From an optimization exercise on the open Yosys and OpenROAD flow, aimed at small area, a short achievable clock period and few clock cycles per item; shortcuts taken in it are not production practice. The RTL was checked by simulation tests, not by an equivalence proof against the original design.

==> job 5538: inputs <==
==> flow/design.v (excerpt) <==
module hsb_to_rgb_converter
(
    input  logic               clk,
    input  logic               rst_n,
    input  logic               in_valid,
    output logic               in_ready,
    input  logic [HUE_W-1:0]   hue_degrees,
    input  logic [PCT_W-1:0]   saturation_pct,
    input  logic [PCT_W-1:0]   brightness_pct,
    output logic               out_valid,
    input  logic               out_ready,
    output logic [LEVEL_W-1:0] red_level,
    output logic [LEVEL_W-1:0] green_level,
    output logic [LEVEL_W-1:0] blue_level
);
clock: 10.0 ns
lec_check: 0
abc_clock_period_in_ps: 3000
cap_margin: 20
core_margin: 2
core_utilization: 40
setup_slack_margin: 5
slew_margin: 20
standard.sh (not shown) runs the stock make flow with config.mk's settings and CLKGATE_MAP_FILE= SYNTH_SCRIPT=/design/flow/synth_recipe.tcl, a recipe that flattens the netlist after the stock synthesis.
==> flow/flow/run.sh <==
#!/bin/bash
# The standard layout (standard.sh, all steps), with two changes:
# - Yosys's synth runs without its early internal ABC pass (SYNTH_ARGS=-noabc),
#   so the explicit full/half adders of the datapath reach extract_fa as
#   written and map to adder cells without inverters between them; the
#   flow's own ABC mapping after adder extraction is unchanged;
# - every input and output port still gets a buffer, but a plain buf_2
#   (BUFFER_PORTS_ARGS) instead of the delay-cell buffer buffer_ports picks.
# The registers, the constraints and every other step are unchanged.
set -euo pipefail
bash standard.sh SYNTH_ARGS=-noabc "BUFFER_PORTS_ARGS=-buffer_cell sky130_fd_sc_hd__buf_2" finish > layout.log 2>&1
==> job 5532: changes against job 5538 <==
--- a/flow/design.v
+++ b/flow/design.v
@@ -6,17 +6,19 @@
 (
     input  logic [HUE_W-1:0] h,
     input  logic [PCT_W-1:0] s_in,
     input  logic [PCT_W-1:0] b_in,
     output logic [PCT_W-1:0] b,
     output logic [PCT_W-1:0] s,
+    output logic [PCT_W-1:0] c,
     output logic [5:0]       rp,
     output logic [2:0]       sec
 );
     logic [6:0] u;
     assign s = (s_in > 7'd100) ? 7'd100 : s_in;
+    assign c = (s_in > 7'd100) ? 7'd0 : 7'(7'd100 - s_in);
     assign b = (h > 9'd360) ? 7'd0 : (b_in > 7'd100) ? 7'd100 : b_in;
     always_comb
     begin
         if (h < 9'd60)       sec = 3'd0;
         else if (h < 9'd120) sec = 3'd1;
         else if (h < 9'd180) sec = 3'd2;
@@ -43,38 +45,21 @@
             3'd3:    sel = {3'b001, 3'b010, 3'b100};
             3'd4:    sel = {3'b001, 3'b100, 3'b010};
             default: sel = {3'b010, 3'b100, 3'b001};
         endcase
     end
 endmodule
-module hsbrgb_out
-(
-    input  logic [7:0] vb,
-    input  logic [7:0] vm,
-    input  logic [7:0] vp,
-    input  logic [2:0] sec,
-    output logic [7:0] red,
-    output logic [7:0] green,
-    output logic [7:0] blue
-);
-    logic [8:0] sel;
-    hsbrgb_route u_route (.sec (sec), .sel (sel));
-    assign red   = ({8{sel[0]}} & vb) | ({8{sel[1]}} & vm) | ({8{sel[2]}} & vp);
-    assign green = ({8{sel[3]}} & vb) | ({8{sel[4]}} & vm) | ({8{sel[5]}} & vp);
-    assign blue  = ({8{sel[6]}} & vb) | ({8{sel[7]}} & vm) | ({8{sel[8]}} & vp);
-endmodule
 module hsbrgb_l2
 (
     input  logic [6:0]  b,
     input  logic [6:0]  s,
+    input  logic [6:0]  c,
     input  logic [5:0]  rp,
     output logic [12:0] x,
     output logic [13:0] bc
 );
-    logic [6:0] c;
-    assign c = 7'd100 - s;
     wire l2_0 = ~(s[5] & rp[0]) ^ ~(s[4] & rp[1]);
     wire l2_1 = ~(s[5] & rp[0]) & ~(s[4] & rp[1]);
     wire l2_2 = ~(s[6] & rp[0]) ^ ~(s[5] & rp[1]);
     wire l2_3 = ~(s[6] & rp[0]) & ~(s[5] & rp[1]);
     wire l2_4 = ~(s[3] & rp[0]) ^ ~(s[2] & rp[1]);
     wire l2_5 = ~(s[3] & rp[0]) & ~(s[2] & rp[1]);
@@ -532,14 +517,21 @@
     assign vp = vp_w[19:12];
     assign vb = vb_w[18:11];
 endmodule
 module hsbrgb_l4
 (
     input  logic [19:0] q,
-    output logic [7:0]  vm
+    input  logic [7:0]  vb,
+    input  logic [7:0]  vp,
+    input  logic [2:0]  sec,
+    output logic [7:0]  red,
+    output logic [7:0]  green,
+    output logic [7:0]  blue
 );
+    logic [7:0] vm;
+    logic [8:0] sel;
     wire l4_0 = q[17] ^ q[13];
     wire l4_1 = q[17] & q[13];
     wire l4_2 = q[18] ^ q[14] ^ q[12];
     wire l4_3 = (q[18] & q[14]) | (q[18] & q[12]) | (q[14] & q[12]);
     wire l4_4 = q[9] ^ ~q[7];
     wire l4_5 = q[9] & ~q[7];
@@ -725,12 +717,16 @@
     wire l4_185 = l4_135 & q[17];
     wire l4_186 = q[18] ^ 1'b1;
     wire l4_187 = q[18] & 1'b1;
     wire [25:0] vm_w;
     assign vm_w = {l4_185, l4_183, l4_181, l4_179, l4_177, l4_175, l4_173, l4_171, l4_169, l4_167, l4_165, l4_163, l4_161, l4_159, l4_157, l4_155, l4_153, l4_151, l4_149, l4_147, l4_145, l4_143, l4_141, l4_139, l4_137, l4_136} + {l4_186, l4_184, l4_182, l4_180, l4_178, l4_176, l4_174, l4_172, l4_170, l4_168, l4_166, l4_164, l4_162, l4_160, l4_158, l4_156, l4_154, l4_152, l4_150, l4_148, l4_146, l4_144, l4_142, l4_140, l4_138, ~q[1]};
     assign vm = vm_w[25:18];
+    hsbrgb_route u_route (.sec (sec), .sel (sel));
+    assign red   = ({8{sel[0]}} & vb) | ({8{sel[1]}} & vm) | ({8{sel[2]}} & vp);
+    assign green = ({8{sel[3]}} & vb) | ({8{sel[4]}} & vm) | ({8{sel[5]}} & vp);
+    assign blue  = ({8{sel[6]}} & vb) | ({8{sel[7]}} & vm) | ({8{sel[8]}} & vp);
 endmodule
 module hsb_to_rgb_converter
 (
     input  logic               clk,
     input  logic               rst_n,
     input  logic               in_valid,
@@ -747,16 +743,16 @@
     logic advance;
     logic s2_valid_reg;
     logic s3_valid_reg;
     logic s4_valid_reg;
     logic out_valid_reg;
     logic [RAW_W-1:0] raw_in;
-    logic [6:0] f_b, f_s;
+    logic [6:0] f_b, f_s, f_c;
     logic [5:0] f_rp;
     logic [2:0] f_sec;
-    logic [6:0] b2_reg, s2_reg;
+    logic [6:0] b2_reg, s2_reg, c2_reg;
     logic [5:0] rp2_reg;
     logic [2:0] sec2_reg;
     logic [12:0] l2_x;
     logic [13:0] l2_bc;
     logic [12:0] x3_reg;
     logic [13:0] bc3_reg;
@@ -766,17 +762,15 @@
     logic [7:0]  l3_vp;
     logic [7:0]  l3_vb;
     logic [19:0] q4_reg;
     logic [7:0]  vp4_reg;
     logic [7:0]  vb4_reg;
     logic [2:0]  sec4_reg;
-    logic [7:0] l4_vm;
-    logic [7:0] vb_out_reg;
-    logic [7:0] vm_out_reg;
-    logic [7:0] vp_out_reg;
-    logic [2:0] sec_out_reg;
+    logic [LEVEL_W-1:0] l4_red;
+    logic [LEVEL_W-1:0] l4_green;
+    logic [LEVEL_W-1:0] l4_blue;
     assign raw_in    = {hue_degrees, saturation_pct, brightness_pct};
     assign advance   = !out_valid_reg || out_ready;
     assign in_ready  = advance;
     assign out_valid = out_valid_reg;
     always_ff @(posedge clk or negedge rst_n)
     begin
@@ -798,42 +792,44 @@
     always_ff @(posedge clk)
     begin
         if (advance)
         begin
             b2_reg      <= f_b;
             s2_reg      <= f_s;
+            c2_reg      <= f_c;
             rp2_reg     <= f_rp;
             sec2_reg    <= f_sec;
             x3_reg      <= l2_x;
             bc3_reg     <= l2_bc;
             b3_reg      <= b2_reg;
             sec3_reg    <= sec2_reg;
             q4_reg      <= l3_q;
             vp4_reg     <= l3_vp;
             vb4_reg     <= l3_vb;
             sec4_reg    <= sec3_reg;
-            vb_out_reg  <= vb4_reg;
-            vm_out_reg  <= l4_vm;
-            vp_out_reg  <= vp4_reg;
-            sec_out_reg <= sec4_reg;
+            red_level   <= l4_red;
+            green_level <= l4_green;
+            blue_level  <= l4_blue;
         end
     end
     hsbrgb_front u_front
     (
         .h    (raw_in[RAW_W-1 -: HUE_W]),
         .s_in (raw_in[2*PCT_W-1 -: PCT_W]),
         .b_in (raw_in[PCT_W-1:0]),
         .b    (f_b),
         .s    (f_s),
+        .c    (f_c),
         .rp   (f_rp),
         .sec  (f_sec)
     );
     hsbrgb_l2 u_l2
     (
         .b  (b2_reg),
         .s  (s2_reg),
+        .c  (c2_reg),
         .rp (rp2_reg),
         .x  (l2_x),
         .bc (l2_bc)
     );
     hsbrgb_l3 u_l3
     (
@@ -843,20 +839,15 @@
         .q  (l3_q),
         .vp (l3_vp),
         .vb (l3_vb)
     );
     hsbrgb_l4 u_l4
     (
-        .q  (q4_reg),
-        .vm (l4_vm)
-    );
-    hsbrgb_out u_out
-    (
-        .vb    (vb_out_reg),
-        .vm    (vm_out_reg),
-        .vp    (vp_out_reg),
-        .sec   (sec_out_reg),
-        .red   (red_level),
-        .green (green_level),
-        .blue  (blue_level)
+        .q     (q4_reg),
+        .vb    (vb4_reg),
+        .vp    (vp4_reg),
+        .sec   (sec4_reg),
+        .red   (l4_red),
+        .green (l4_green),
+        .blue  (l4_blue)
     );
 endmodule
==> flow/run.sh (new file) <==
#!/bin/bash
# synth_recipe.tcl (not shown) runs the flow's synth.tcl, then flattens the netlist and writes it again
# the make line also repeats each setting of config.mk as NAME=value (left out here)
make -C /OpenROAD-flow-scripts/flow DESIGN_CONFIG=/design/flow/config.mk WORK_HOME=/design/flow/orfs CLKGATE_MAP_FILE= SYNTH_SCRIPT=/design/flow/synth_recipe.tcl finish
removed: flow/flow/run.sh
removed: flow/standard.sh
==> job 1221: changes against job 5538 <==
--- a/flow/design.v
+++ b/flow/design.v
@@ -6,17 +6,19 @@
 (
     input  logic [HUE_W-1:0] h,
     input  logic [PCT_W-1:0] s_in,
     input  logic [PCT_W-1:0] b_in,
     output logic [PCT_W-1:0] b,
     output logic [PCT_W-1:0] s,
+    output logic [PCT_W-1:0] c,
     output logic [5:0]       rp,
     output logic [2:0]       sec
 );
     logic [6:0] u;
     assign s = (s_in > 7'd100) ? 7'd100 : s_in;
+    assign c = (s_in > 7'd100) ? 7'd0 : 7'(7'd100 - s_in);
     assign b = (h > 9'd360) ? 7'd0 : (b_in > 7'd100) ? 7'd100 : b_in;
     always_comb
     begin
         if (h < 9'd60)       sec = 3'd0;
         else if (h < 9'd120) sec = 3'd1;
         else if (h < 9'd180) sec = 3'd2;
@@ -43,38 +45,21 @@
             3'd3:    sel = {3'b001, 3'b010, 3'b100};
             3'd4:    sel = {3'b001, 3'b100, 3'b010};
             default: sel = {3'b010, 3'b100, 3'b001};
         endcase
     end
 endmodule
-module hsbrgb_out
-(
-    input  logic [7:0] vb,
-    input  logic [7:0] vm,
-    input  logic [7:0] vp,
-    input  logic [2:0] sec,
-    output logic [7:0] red,
-    output logic [7:0] green,
-    output logic [7:0] blue
-);
-    logic [8:0] sel;
-    hsbrgb_route u_route (.sec (sec), .sel (sel));
-    assign red   = ({8{sel[0]}} & vb) | ({8{sel[1]}} & vm) | ({8{sel[2]}} & vp);
-    assign green = ({8{sel[3]}} & vb) | ({8{sel[4]}} & vm) | ({8{sel[5]}} & vp);
-    assign blue  = ({8{sel[6]}} & vb) | ({8{sel[7]}} & vm) | ({8{sel[8]}} & vp);
-endmodule
 module hsbrgb_l2
 (
     input  logic [6:0]  b,
     input  logic [6:0]  s,
+    input  logic [6:0]  c,
     input  logic [5:0]  rp,
     output logic [12:0] x,
     output logic [13:0] bc
 );
-    logic [6:0] c;
-    assign c = 7'd100 - s;
     wire l2_0 = ~(s[5] & rp[0]) ^ ~(s[4] & rp[1]);
     wire l2_1 = ~(s[5] & rp[0]) & ~(s[4] & rp[1]);
     wire l2_2 = ~(s[6] & rp[0]) ^ ~(s[5] & rp[1]);
     wire l2_3 = ~(s[6] & rp[0]) & ~(s[5] & rp[1]);
     wire l2_4 = ~(s[3] & rp[0]) ^ ~(s[2] & rp[1]);
     wire l2_5 = ~(s[3] & rp[0]) & ~(s[2] & rp[1]);
@@ -532,14 +517,21 @@
     assign vp = vp_w[19:12];
     assign vb = vb_w[18:11];
 endmodule
 module hsbrgb_l4
 (
     input  logic [19:0] q,
-    output logic [7:0]  vm
+    input  logic [7:0]  vb,
+    input  logic [7:0]  vp,
+    input  logic [2:0]  sec,
+    output logic [7:0]  red,
+    output logic [7:0]  green,
+    output logic [7:0]  blue
 );
+    logic [7:0] vm;
+    logic [8:0] sel;
     wire l4_0 = q[17] ^ q[13];
     wire l4_1 = q[17] & q[13];
     wire l4_2 = q[18] ^ q[14] ^ q[12];
     wire l4_3 = (q[18] & q[14]) | (q[18] & q[12]) | (q[14] & q[12]);
     wire l4_4 = q[9] ^ ~q[7];
     wire l4_5 = q[9] & ~q[7];
@@ -725,12 +717,16 @@
     wire l4_185 = l4_135 & q[17];
     wire l4_186 = q[18] ^ 1'b1;
     wire l4_187 = q[18] & 1'b1;
     wire [25:0] vm_w;
     assign vm_w = {l4_185, l4_183, l4_181, l4_179, l4_177, l4_175, l4_173, l4_171, l4_169, l4_167, l4_165, l4_163, l4_161, l4_159, l4_157, l4_155, l4_153, l4_151, l4_149, l4_147, l4_145, l4_143, l4_141, l4_139, l4_137, l4_136} + {l4_186, l4_184, l4_182, l4_180, l4_178, l4_176, l4_174, l4_172, l4_170, l4_168, l4_166, l4_164, l4_162, l4_160, l4_158, l4_156, l4_154, l4_152, l4_150, l4_148, l4_146, l4_144, l4_142, l4_140, l4_138, ~q[1]};
     assign vm = vm_w[25:18];
+    hsbrgb_route u_route (.sec (sec), .sel (sel));
+    assign red   = ({8{sel[0]}} & vb) | ({8{sel[1]}} & vm) | ({8{sel[2]}} & vp);
+    assign green = ({8{sel[3]}} & vb) | ({8{sel[4]}} & vm) | ({8{sel[5]}} & vp);
+    assign blue  = ({8{sel[6]}} & vb) | ({8{sel[7]}} & vm) | ({8{sel[8]}} & vp);
 endmodule
 module hsb_to_rgb_converter
 (
     input  logic               clk,
     input  logic               rst_n,
     input  logic               in_valid,
@@ -742,21 +738,26 @@
     input  logic               out_ready,
     output logic [LEVEL_W-1:0] red_level,
     output logic [LEVEL_W-1:0] green_level,
     output logic [LEVEL_W-1:0] blue_level
 );
     logic advance;
+    logic accept;
+    logic skid_valid_reg;
+    logic in_ready_reg;
     logic s2_valid_reg;
     logic s3_valid_reg;
     logic s4_valid_reg;
     logic out_valid_reg;
+    logic [RAW_W-1:0] skid_reg;
+    logic [RAW_W-1:0] s1_raw;
     logic [RAW_W-1:0] raw_in;
-    logic [6:0] f_b, f_s;
+    logic [6:0] f_b, f_s, f_c;
     logic [5:0] f_rp;
     logic [2:0] f_sec;
-    logic [6:0] b2_reg, s2_reg;
+    logic [6:0] b2_reg, s2_reg, c2_reg;
     logic [5:0] rp2_reg;
     logic [2:0] sec2_reg;
     logic [12:0] l2_x;
     logic [13:0] l2_bc;
     logic [12:0] x3_reg;
     logic [13:0] bc3_reg;
@@ -766,74 +767,89 @@
     logic [7:0]  l3_vp;
     logic [7:0]  l3_vb;
     logic [19:0] q4_reg;
     logic [7:0]  vp4_reg;
     logic [7:0]  vb4_reg;
     logic [2:0]  sec4_reg;
-    logic [7:0] l4_vm;
-    logic [7:0] vb_out_reg;
-    logic [7:0] vm_out_reg;
-    logic [7:0] vp_out_reg;
-    logic [2:0] sec_out_reg;
+    logic [LEVEL_W-1:0] l4_red;
+    logic [LEVEL_W-1:0] l4_green;
+    logic [LEVEL_W-1:0] l4_blue;
     assign raw_in    = {hue_degrees, saturation_pct, brightness_pct};
     assign advance   = !out_valid_reg || out_ready;
-    assign in_ready  = advance;
+    assign in_ready  = in_ready_reg;
+    assign accept    = in_valid && !skid_valid_reg;
     assign out_valid = out_valid_reg;
+    assign s1_raw    = skid_valid_reg ? skid_reg : raw_in;
     always_ff @(posedge clk or negedge rst_n)
     begin
         if (!rst_n)
         begin
-            s2_valid_reg  <= 1'b0;
-            s3_valid_reg  <= 1'b0;
-            s4_valid_reg  <= 1'b0;
-            out_valid_reg <= 1'b0;
+            skid_valid_reg <= 1'b0;
+            in_ready_reg   <= 1'b1;
+            s2_valid_reg   <= 1'b0;
+            s3_valid_reg   <= 1'b0;
+            s4_valid_reg   <= 1'b0;
+            out_valid_reg  <= 1'b0;
         end
         else if (advance)
         begin
-            s2_valid_reg  <= in_valid;
-            s3_valid_reg  <= s2_valid_reg;
-            s4_valid_reg  <= s3_valid_reg;
-            out_valid_reg <= s4_valid_reg;
+            skid_valid_reg <= 1'b0;
+            in_ready_reg   <= 1'b1;
+            s2_valid_reg   <= accept || skid_valid_reg;
+            s3_valid_reg   <= s2_valid_reg;
+            s4_valid_reg   <= s3_valid_reg;
+            out_valid_reg  <= s4_valid_reg;
+        end
+        else if (accept)
+        begin
+            skid_valid_reg <= 1'b1;
+            in_ready_reg   <= 1'b0;
         end
     end
     always_ff @(posedge clk)
     begin
+        if (accept && !advance)
+        begin
+            skid_reg <= raw_in;
+        end
         if (advance)
         begin
             b2_reg      <= f_b;
             s2_reg      <= f_s;
+            c2_reg      <= f_c;
             rp2_reg     <= f_rp;
             sec2_reg    <= f_sec;
             x3_reg      <= l2_x;
             bc3_reg     <= l2_bc;
             b3_reg      <= b2_reg;
             sec3_reg    <= sec2_reg;
             q4_reg      <= l3_q;
             vp4_reg     <= l3_vp;
             vb4_reg     <= l3_vb;
             sec4_reg    <= sec3_reg;
-            vb_out_reg  <= vb4_reg;
-            vm_out_reg  <= l4_vm;
-            vp_out_reg  <= vp4_reg;
-            sec_out_reg <= sec4_reg;
+            red_level   <= l4_red;
+            green_level <= l4_green;
+            blue_level  <= l4_blue;
         end
     end
     hsbrgb_front u_front
     (
-        .h    (raw_in[RAW_W-1 -: HUE_W]),
-        .s_in (raw_in[2*PCT_W-1 -: PCT_W]),
-        .b_in (raw_in[PCT_W-1:0]),
+        .h    (s1_raw[RAW_W-1 -: HUE_W]),
+        .s_in (s1_raw[2*PCT_W-1 -: PCT_W]),
+        .b_in (s1_raw[PCT_W-1:0]),
         .b    (f_b),
         .s    (f_s),
+        .c    (f_c),
         .rp   (f_rp),
         .sec  (f_sec)
     );
     hsbrgb_l2 u_l2
     (
         .b  (b2_reg),
         .s  (s2_reg),
+        .c  (c2_reg),
         .rp (rp2_reg),
         .x  (l2_x),
         .bc (l2_bc)
     );
     hsbrgb_l3 u_l3
     (
@@ -843,20 +859,15 @@
         .q  (l3_q),
         .vp (l3_vp),
         .vb (l3_vb)
     );
     hsbrgb_l4 u_l4
     (
-        .q  (q4_reg),
-        .vm (l4_vm)
-    );
-    hsbrgb_out u_out
-    (
-        .vb    (vb_out_reg),
-        .vm    (vm_out_reg),
-        .vp    (vp_out_reg),
-        .sec   (sec_out_reg),
-        .red   (red_level),
-        .green (green_level),
-        .blue  (blue_level)
+        .q     (q4_reg),
+        .vb    (vb4_reg),
+        .vp    (vp4_reg),
+        .sec   (sec4_reg),
+        .red   (l4_red),
+        .green (l4_green),
+        .blue  (l4_blue)
     );
 endmodule
==> flow/run.sh (new file) <==
#!/bin/bash
# synth_recipe.tcl (not shown) runs the flow's synth.tcl, then flattens the netlist and writes it again
# the make line also repeats each setting of config.mk as NAME=value (left out here)
make -C /OpenROAD-flow-scripts/flow DESIGN_CONFIG=/design/flow/config.mk WORK_HOME=/design/flow/orfs CLKGATE_MAP_FILE= SYNTH_SCRIPT=/design/flow/synth_recipe.tcl finish
removed: flow/flow/run.sh
removed: flow/standard.sh
==> run notes <==
Outcome: job 1221 complete, no violations; job 5532 complete, no violations; job 5538 complete, no violations
Total number of nets in the final design: job 1221 2211; job 5532 2218; job 5538 2083
Hold EP: job 1221 sec4_reg[0]; job 5532 sec4_reg[0]; job 5538 sec4_reg[2]
Global Route met3 Usage: job 1221 2.55%; job 5532 2.48%; job 5538 2.65%
Wire length on met2: job 1221 16.9 mm; job 5532 16.3 mm; job 5538 15.4 mm
Post-detailed-route via-to-cell ratio: job 1221 4.83; job 5532 4.92; job 5538 4.95
Routed wire length: job 1221 34.9 mm; job 5532 34.0 mm; job 5538 32.9 mm
Proportion of final cell area spent on non-clock buffers: job 1221 3.77%; job 5532 5.14%; job 5538 2.73%
Area fraction in and, or, nand and nor cells after synthesis: job 1221 11.2%; job 5532 12.8%; job 5538 12.5%
Cell with the largest stage delay on the worst path: job 1221 sky130_fd_sc_hd__fa_1; job 5532 sky130_fd_sc_hd__fa_2; job 5538 sky130_fd_sc_hd__fa_1
Cells after synthesis: job 1221 1693; job 5532 1681; job 5538 1552
Clock latency at the later pin of the worst-skew pair: job 1221 450 ps; job 5532 440 ps; job 5538 440 ps
Testbench counts of job 5538, summed over its fixed seeds: cycles 24,024, items 24,000.
Testbench counts of job 5532, summed over its fixed seeds: cycles 24,024, items 24,000.
Testbench counts of job 1221, summed over its fixed seeds: cycles 24,024, items 24,000.

## afterwards: timing with drivers on the ports
How much do the figures lean on ideal ports? The routed layouts below were timed once more, with nothing changed but the port constraints. Step 1 (the two cells are an assumption about what drives the block):
set clk [get_ports {clk}]
set_driving_cell -lib_cell sky130_fd_sc_hd__clkbuf_16 $clk
set_driving_cell -lib_cell sky130_fd_sc_hd__buf_2 [delete_from_list [all_inputs] $clk]
Step 2 times the ports against the registers' clock, not the clock port: input delays grow and output delays shrink by t, the midpoint of the rising clock arrivals with the driver on. Three values: ideal, step 1, step 2; two values: the first two.
| run | t, ns | slack for setup (ns) | hold WS [ns] | cell pins on the clock port's net |
|---|---|---|---|---|
| job 5538 | 0.483 | 5.257 / 5.243 / 5.243 | 0.419 / 0.419 / 0.419 | 1 |
| job 5532 | 0.480 | 4.984 / 4.984 / 4.800 | 0.413 / 0.413 / 0.413 | 1 |
| job 1221 | 0.497 | 5.148 / 5.148 / 5.148 | 0.420 / 0.420 / 0.420 | 1 |
After both steps every run listed still meets setup and hold. For job 5532, which loses most, drivers alone change the setup slack by 0.000 ns; drivers and shift together by -0.184 ns.
